Context: an optimization exercise on an open-source flow, tuned for small area and a short achievable clock period. The choices shown serve that exercise and are no tape-out recipe.
Function was checked by simulation only, so behaviour that the tests miss may differ from the original.
No activity file was given, so power comes from the tool's default toggle rates.

Setup of north:
==> flow/design.v (excerpt) <==
module data_mem_param #(
  parameter int DW             = 8,
  parameter int AW             = 8,
  parameter int DEPTH          = 256,
  parameter int READ_LATENCY   = 1,
  parameter int CLEAR_ON_RESET = 1,
  parameter int SEED0_ADDR     = 16,
  parameter int SEED0_VAL      = 254,
  parameter int SEED1_ADDR     = 244,
  parameter int SEED1_VAL      = 5
) (
  input  logic          Clk,
  input  logic          Reset,
  input  logic          WriteEn,
  input  logic          ReadEn,
  input  logic [AW-1:0] DataAddress,
  input  logic [DW-1:0] DataIn,
  output logic [DW-1:0] DataOut,
  output logic          RdValid,
  output logic          Busy
);
  logic [DW-1:0] core [DEPTH];
  logic          busy_q, busy_o_q;
  logic [AW-1:0] clr_ptr;
  logic          clr_last;
  assign clr_last = (clr_ptr == AW'(DEPTH - 1));
  always_ff @(posedge Clk) begin
    if (Reset) begin
      busy_q  <= 1'b1;
      clr_ptr <= '0;
    end else if (busy_q) begin
      clr_ptr <= clr_ptr + 1'b1;
      if (clr_last) busy_q <= 1'b0;
    end
  end
  always_ff @(posedge Clk) begin
    if (Reset)                     busy_o_q <= 1'b1;
    else if (busy_o_q && clr_last) busy_o_q <= 1'b0;
  end
  assign Busy = busy_o_q;
  logic          wr_en;
  logic [AW-1:0] wr_addr;
  ...
For scale: roughly 3400 cells after synthesis, ~30 I/O pins.
clock: 4.0 ns
lec_check: 0
abc_clock_period_in_ps: 1800
cap_margin: 10
core_margin: 2
core_utilization: 60
cts_cluster_diameter: 100
cts_cluster_size: 25
setup_slack_margin: 1.7
slew_margin: 10
synth_hierarchical: 1
synth_minimum_keep_size: 0
run.sh (not shown) runs the stock make flow with config.mk's settings and CLKGATE_MAP_FILE= SYNTH_SCRIPT=/design/flow/synth_recipe.tcl, a recipe that flattens the netlist after the stock synthesis.
### north -> south
==> flow/flow/run.sh (new file) <==
#!/bin/bash
# Layout flow: the standard synthesis unchanged, then the standard ORFS
# steps, except that the ports are buffered with plain buffers (buf_8) rather
# than the delay cells buffer_ports picks by default, and the resizer may not
# use delay cells as buffers.
# Each step's full output goes to a log of its own in this folder
# (ORFS also keeps per-step logs under orfs/logs/).
set -euo pipefail
bash standard.sh synth > synth.log 2>&1
export BUFFER_PORTS_ARGS="-buffer_cell sky130_fd_sc_hd__buf_8"
export DONT_USE_CELLS="sky130_fd_sc_hd__clkdlybuf4s15_1 sky130_fd_sc_hd__clkdlybuf4s15_2 sky130_fd_sc_hd__clkdlybuf4s18_1 sky130_fd_sc_hd__clkdlybuf4s18_2 sky130_fd_sc_hd__clkdlybuf4s25_1 sky130_fd_sc_hd__clkdlybuf4s25_2 sky130_fd_sc_hd__clkdlybuf4s50_1 sky130_fd_sc_hd__clkdlybuf4s50_2"
bash standard.sh floorplan > floorplan.log 2>&1
bash standard.sh place > place.log 2>&1
bash standard.sh cts > cts.log 2>&1
bash standard.sh route > route.log 2>&1
bash standard.sh finish > finish.log 2>&1
==> flow/standard.sh (new file) <==
#!/bin/bash
# synth_recipe.tcl (not shown) runs the flow's synth.tcl, then flattens the netlist and writes it again
# the make line also repeats each setting of config.mk as NAME=value (left out here)
make -C /OpenROAD-flow-scripts/flow DESIGN_CONFIG=/design/flow/config.mk WORK_HOME=/design/flow/orfs CLKGATE_MAP_FILE= SYNTH_SCRIPT=/design/flow/synth_recipe.tcl "${@:-finish}"
removed: flow/run.sh
==> run summary <==
Final clock period utilization by the worst path is higher on north
Number of antenna cells inserted ends up higher on south.
There was hardly any difference in post-route cell area between north and south.
There was hardly any difference in combinational power share between north and south.
south finished end to end and its layout was clean on timing, DRC and antenna.
Status: total power parity (south, north)
| number of optimization iterations in the first detailed-route pass | south vs north | 1 lower |
Status: post-CTS clock slew at the launch and capture registers of the worst setup and hold paths parity (south, north)


The RTL this note starts from:
==> flow/design.v <==
module dm_dec #(parameter int W = 3) (
  input  logic [W-1:0]    a,
  output logic [2**W-1:0] y
);
  always_comb for (int i = 0; i < 2**W; i++) y[i] = (a == W'(i));
endmodule
module dm_mux4 (
  input  logic [3:0] d,
  input  logic [1:0] s,
  output logic       y
);
  assign y = d[s];
endmodule
module dm_nor2 (
  input  logic a, b,
  output logic y
);
  assign y = ~(a | b);
endmodule
module dm_aor #(parameter int N = 8) (
  input  logic [N-1:0] d,
  input  logic [N-1:0] s,
  output logic         y
);
  assign y = |(d & s);
endmodule
module data_mem_param #(
  parameter int DW             = 8,
  parameter int AW             = 8,
  parameter int DEPTH          = 256,
  parameter int READ_LATENCY   = 1,
  parameter int CLEAR_ON_RESET = 1,
  parameter int SEED0_ADDR     = 16,
  parameter int SEED0_VAL      = 254,
  parameter int SEED1_ADDR     = 244,
  parameter int SEED1_VAL      = 5
) (
  input  logic          Clk,
  input  logic          Reset,
  input  logic          WriteEn,
  input  logic          ReadEn,
  input  logic [AW-1:0] DataAddress,
  input  logic [DW-1:0] DataIn,
  output logic [DW-1:0] DataOut,
  output logic          RdValid,
  output logic          Busy
);
  logic [DW-1:0] core [DEPTH];
  logic          busy_q, busy_o_q;
  logic [AW-1:0] clr_ptr;
  logic          clr_last;
  assign clr_last = (clr_ptr == AW'(DEPTH - 1));
  always_ff @(posedge Clk) begin
    if (Reset) begin
      busy_q  <= 1'b1;
      clr_ptr <= '0;
    end else if (busy_q) begin
      clr_ptr <= clr_ptr + 1'b1;
      if (clr_last) busy_q <= 1'b0;
    end
  end
  always_ff @(posedge Clk) begin
    if (Reset)                     busy_o_q <= 1'b1;
    else if (busy_o_q && clr_last) busy_o_q <= 1'b0;
  end
  assign Busy = busy_o_q;
  logic          wr_en;
  logic [AW-1:0] wr_addr;
  logic [DW-1:0] wr_data;
  logic [DW-1:0] clr_dat;
  always_comb begin
    clr_dat = '0;
    if (clr_ptr == AW'(SEED0_ADDR))      clr_dat = DW'(SEED0_VAL);
    else if (clr_ptr == AW'(SEED1_ADDR)) clr_dat = DW'(SEED1_VAL);
  end
  assign wr_en   = !Reset && (busy_q || WriteEn);
  assign wr_addr = busy_q ? clr_ptr : DataAddress;
  assign wr_data = busy_q ? clr_dat : DataIn;
  logic [15:0] row_n, col_n;
  always_comb begin
    for (int i = 0; i < 16; i++) begin
      row_n[i] = !(wr_en && (wr_addr[7:4] == 4'(i)));
      col_n[i] = !(wr_addr[3:0] == 4'(i));
    end
  end
  for (genvar w = 0; w < DEPTH; w++) begin : g_word
    logic          we;
    logic [DW-1:0] q;
    dm_nor2 u_we (.a(row_n[w / 16]), .b(col_n[w % 16]), .y(we));
    always_ff @(posedge Clk) begin
      if (we) q <= wr_data;
    end
    assign core[w] = q;
  end
  localparam int NG = DEPTH / 4;
  logic [7:0]    s_a, s_b;
  logic [NG-1:0] s_hi;
  logic [NG-1:0] grp [DW];
  logic [7:0]    part [DW];
  logic [DW-1:0] rd_word;
  dm_dec #(.W(3)) u_dec_a (.a(DataAddress[4:2]), .y(s_a));
  dm_dec #(.W(3)) u_dec_b (.a(DataAddress[7:5]), .y(s_b));
  for (genvar g = 0; g < NG; g++) begin : g_sel
    assign s_hi[g] = s_a[g % 8] & s_b[g / 8];
  end
  for (genvar b = 0; b < DW; b++) begin : g_bit
    for (genvar g = 0; g < NG; g++) begin : g_grp
      dm_mux4 u_l1 (
        .d({core[4*g+3][b], core[4*g+2][b], core[4*g+1][b], core[4*g][b]}),
        .s(DataAddress[1:0]), .y(grp[b][g]));
    end
    for (genvar k = 0; k < 8; k++) begin : g_part
      dm_aor #(.N(8)) u_l2 (.d(grp[b][8*k +: 8]), .s(s_hi[8*k +: 8]), .y(part[b][k]));
    end
    assign rd_word[b] = |part[b];
  end
  logic [DW-1:0] dout_q;
  logic          rdv_q;
  always_ff @(posedge Clk) begin
    if (Reset) begin
      dout_q <= '0;
      rdv_q  <= 1'b0;
    end else begin
      rdv_q <= !busy_q && ReadEn;
      if (!busy_q && ReadEn) dout_q <= rd_word;
    end
  end
  assign DataOut = dout_q;
  assign RdValid = rdv_q;
endmodule
export LEC_CHECK = 0
export ABC_CLOCK_PERIOD_IN_PS = 1800
export CAP_MARGIN = 10
export CORE_MARGIN = 2
export CORE_UTILIZATION = 60
export CTS_CLUSTER_DIAMETER = 100
export CTS_CLUSTER_SIZE = 30
export SETUP_SLACK_MARGIN = 1.7
export SLEW_MARGIN = 10
export SYNTH_HIERARCHICAL = 1
export SYNTH_MINIMUM_KEEP_SIZE = 0
create_clock -name core_clock -period 4.0 [get_ports {Clk}]
standard.sh (not shown) runs the stock make flow with config.mk's settings and CLKGATE_MAP_FILE= SYNTH_SCRIPT=/design/flow/synth_recipe.tcl, a recipe that flattens the netlist after the stock synthesis.
==> flow/flow/run.sh <==
#!/bin/bash
# Layout flow: the standard synthesis unchanged, then the standard ORFS
# steps, except that the ports are buffered with plain buffers (buf_8) rather
# than the delay cells buffer_ports picks by default, and the resizer may not
# use delay cells as buffers.
# Each step's full output goes to a log of its own in this folder
# (ORFS also keeps per-step logs under orfs/logs/).
set -euo pipefail
bash standard.sh synth > synth.log 2>&1
export BUFFER_PORTS_ARGS="-buffer_cell sky130_fd_sc_hd__buf_8"
export DONT_USE_CELLS="sky130_fd_sc_hd__clkdlybuf4s15_1 sky130_fd_sc_hd__clkdlybuf4s15_2 sky130_fd_sc_hd__clkdlybuf4s18_1 sky130_fd_sc_hd__clkdlybuf4s18_2 sky130_fd_sc_hd__clkdlybuf4s25_1 sky130_fd_sc_hd__clkdlybuf4s25_2 sky130_fd_sc_hd__clkdlybuf4s50_1 sky130_fd_sc_hd__clkdlybuf4s50_2"
bash standard.sh floorplan > floorplan.log 2>&1
bash standard.sh place > place.log 2>&1
bash standard.sh cts > cts.log 2>&1
bash standard.sh route > route.log 2>&1
bash standard.sh finish > finish.log 2>&1
The starting point ran to the end with no violations.
Then changed:
==> flow/run.sh (new file) <==
#!/bin/bash
# synth_recipe.tcl (not shown) runs the flow's synth.tcl, then flattens the netlist and writes it again
# the make line also repeats each setting of config.mk as NAME=value (left out here)
make -C /OpenROAD-flow-scripts/flow DESIGN_CONFIG=/design/flow/config.mk WORK_HOME=/design/flow/orfs CLKGATE_MAP_FILE= SYNTH_SCRIPT=/design/flow/synth_recipe.tcl finish
removed: flow/flow/run.sh
removed: flow/standard.sh
What happened:
- The new run completed without violations
- via count grows slightly
- cell area shrinks slightly
- clock skew grows by 0.0034 ns
- core utilization shrinks by 1.2 points
- maximum frequency is about the same
- clock power grows slightly
- worst setup slack is about the same
- routed wire length grows slightly
- worst hold slack improved by 0.073 ns

## static timing again, ports no longer ideal
How much do the figures lean on ideal ports? The routed layouts below were timed once more, with nothing changed but the port constraints. Step 1 (the two cells are an assumption about what drives the block):
set clk [get_ports {Clk}]
set_driving_cell -lib_cell sky130_fd_sc_hd__clkbuf_16 $clk
set_driving_cell -lib_cell sky130_fd_sc_hd__buf_2 [delete_from_list [all_inputs] $clk]
Step 2 moves the port delays by t, midway between the first and last clock arrival at a register: inputs arrive t later, outputs are due t later. That takes back most of the time a late clock gives input paths. a / b / c = no drivers / after step 1 / after step 2; a / b = the first two.
run	t (ns)	slack for setup (ns)	worst register clock-pin slew, ns	cell pins on the clock port's net
north	0.799	1.396 / 1.158 / 0.359	0.11 / 0.11	1
south	0.807	1.520 / 1.187 / 0.380	0.11 / 0.11	1
the first run of note 2	0.776	1.245 / 1.007 / 0.231	0.12 / 0.12	1
the second run of note 2	0.807	1.242 / 1.046 / 0.239	0.12 / 0.12	1
After both steps every run listed still meets setup and hold. The setup slack of south, which loses most, moves by -0.333 ns with the drivers and by -1.140 ns with both steps.
